Source: an optimization exercise on an open RTL-to-GDS flow (aim: small area). Production flows keep margins and buffers that such runs may drop.
RTL that was checked went through simulation tests only; none was proved equivalent to the original.
Power figures rest on the tool's default switching activity, not on a simulated workload.

== 05-16 ==
Design tpu_mac_core, start of the top module:
module tpu_mac_core
(
  input  logic              clk,
  input  logic              rst,
  input  logic [tpu_mac_pkg::BYTE_W-1:0] datos_in,
  input  logic              ena_write,
  input  logic              enable_accu,
  input  logic              clear,
  output logic [tpu_mac_pkg::WORD_W-1:0] matrix_a,
  output logic [tpu_mac_pkg::WORD_W-1:0] matrix_b,
  output logic [tpu_mac_pkg::WORD_W-1:0] product,
  output logic [tpu_mac_pkg::WORD_W-1:0] acc_out,
  output logic              word_done,
  output logic              a_loaded
);
clock: 9.2 ns
lec_check: 0
cap_margin: 0
core_margin: 2
core_utilization: 60
cts_buf_list: sky130_fd_sc_hd__clkbuf_4 sky130_fd_sc_hd__clkbuf_8
slew_margin: 0
standard.sh (not shown) runs the stock make flow with config.mk's settings and CLKGATE_MAP_FILE= SYNTH_SCRIPT=/design/flow/synth_recipe.tcl, a recipe that flattens the netlist after the stock synthesis.
==> flow/flow/run.sh <==
#!/bin/bash
# Layout flow: the standard ORFS flow, except that the port buffers that
# global placement inserts on every input and output use the smallest buffer cell.
set -euo pipefail
export BUFFER_PORTS_ARGS="-buffer_cell sky130_fd_sc_hd__buf_1"
bash standard.sh > standard_flow.log 2>&1
The following lists how 05-10 was set up differently from 05-16:
==> flow/run.sh (new file) <==
#!/bin/bash
# synth_recipe.tcl (not shown) runs the flow's synth.tcl, then flattens the netlist and writes it again
# the make line also repeats each setting of config.mk as NAME=value (left out here)
make -C /OpenROAD-flow-scripts/flow DESIGN_CONFIG=/design/flow/config.mk WORK_HOME=/design/flow/orfs CLKGATE_MAP_FILE= SYNTH_SCRIPT=/design/flow/synth_recipe.tcl finish
removed: flow/flow/run.sh
removed: flow/standard.sh
[summary]
From 05-16 to 05-10 the numbers moved as follows: global-route track usage on met1 climbed 0.31 points, initial core utilization did not really move. In the final reports, the cell area of 05-10 is larger than that of 05-16. Lower switching share of total power among 05-10 and 05-16: 05-10. Going from 05-16 to 05-10, time the final worst path needs with I/O delays and setup grows by 0.37 ns. For the relative area of clock buffers and inverters in the final design, 05-10 came in 0.27 points lower than 05-16 did. Compared with 05-16, in 05-10 total chip power did not really move; via count of the first global-routing pass higher. 05-10 does worse than 05-16 on hold slack. Compared with 05-16, 05-10 shows count of cells along the worst register-to-register path lower by 7.7%.
No functional check of the RTL was part of any run of this note.


== job 105 ==
tpu_mac_core, a different RTL version from the one above (not shown whole).
Size in the first run: ~270 I/O pins.
clock: 9.2 ns
lec_check: 0
cap_margin: 20
core_margin: 2
core_utilization: 75
slew_margin: 20
==> flow/flow/run.sh <==
#!/bin/bash
# Layout flow: the standard ORFS flow (standard.sh, unchanged synthesis) with two changes.
#  - The port buffers that global placement inserts on every input and output use the
#    smallest buffer cell (outputs drive a 10 fF load).
#  - Clock tree synthesis uses clkbuf_8 with sink clusters of at most 12 flip-flops within
#    60 um, and no dummy loads.
# The make output goes to standard_flow.log; each ORFS step keeps its own log under orfs/logs.
set -euo pipefail
export BUFFER_PORTS_ARGS="-buffer_cell sky130_fd_sc_hd__buf_1"
export CTS_ARGS="-sink_clustering_enable -repair_clock_nets -dont_use_dummy_load -buf_list sky130_fd_sc_hd__clkbuf_8 -sink_clustering_size 12 -sink_clustering_max_diameter 60"
bash standard.sh > standard_flow.log 2>&1
Every stage of the flow completed for job 105, and the final layout passed the timing, design-rule and antenna checks.
The inputs of job 103 differ from those of job 105 as listed below.
# job 105
export LEC_CHECK = 0
export CAP_MARGIN = 20
export CORE_MARGIN = 2
export CORE_UTILIZATION = 75
export SLEW_MARGIN = 20
create_clock -name core_clock -period 9.2 [get_ports {clk}]
# job 103
export LEC_CHECK = 0
export CAP_MARGIN = 20
export CORE_MARGIN = 2
export CORE_UTILIZATION = 65
export CTS_BUF_LIST = sky130_fd_sc_hd__clkbuf_8
export CTS_CLUSTER_DIAMETER = 60
export CTS_CLUSTER_SIZE = 12
export SLEW_MARGIN = 20
create_clock -name core_clock -period 9.2 [get_ports {clk}]
==> flow/run.sh (new file) <==
#!/bin/bash
# synth_recipe.tcl (not shown) runs the flow's synth.tcl, then flattens the netlist and writes it again
# the make line also repeats each setting of config.mk as NAME=value (left out here)
make -C /OpenROAD-flow-scripts/flow DESIGN_CONFIG=/design/flow/config.mk WORK_HOME=/design/flow/orfs CLKGATE_MAP_FILE= SYNTH_SCRIPT=/design/flow/synth_recipe.tcl finish
removed: flow/flow/run.sh
removed: flow/standard.sh
Findings:
- Job 103 ends up with a number of cells in the design after placement that is 83 higher than in job 105.
- Between job 103 and job 105, critical-path maximum fanout is higher for job 105, job 103 comes in under that.
- Diff job 105 -> job 103: sequential share of layout area decreased 2.5 points, number of levels the H-tree was split into comparable, count of clock-buffer cells in the layout increased 2.

==> port drivers added, routing unchanged <==
Ports are ideal in the flow. The routed layouts listed here were re-timed in OpenROAD.
Step 1 assumes that a clkbuf_16 drives the clock port and a buf_2 every other input.
Step 2 times the ports against the registers' clock, not the clock port: input delays grow and output delays shrink by t, the midpoint of the rising clock arrivals with the driver on.
Slacks: no drivers / after step 1 / after step 2; pairs: no drivers / after step 1.
| run | t, ns | setup WS [ns] | hold WS [ns] | worst setup path at the end | pins driven straight from the clock port |
|---|---|---|---|---|---|
| 05-16 | 0.712 | 1.376 / 1.413 / 0.701 | 0.485 / 0.485 / 0.485 | input to register | 1 |
| 05-10 | 0.724 | 1.002 / 1.037 / 0.312 | 0.479 / 0.479 / 0.479 | input to register | 1 |
| job 105 | 0.673 | 0.556 / 0.577 / -0.097 | 0.473 / 0.473 / 0.473 | input to register | 1 |
| job 103 | 0.695 | 0.394 / 0.427 / -0.268 | 0.468 / 0.468 / 0.468 | input to register | 1 |
Met with ideal ports but missed after step 2: setup timing in job 105 and job 103. For 05-10, which loses most, drivers alone change the setup slack by +0.035 ns; drivers and shift together by -0.690 ns.
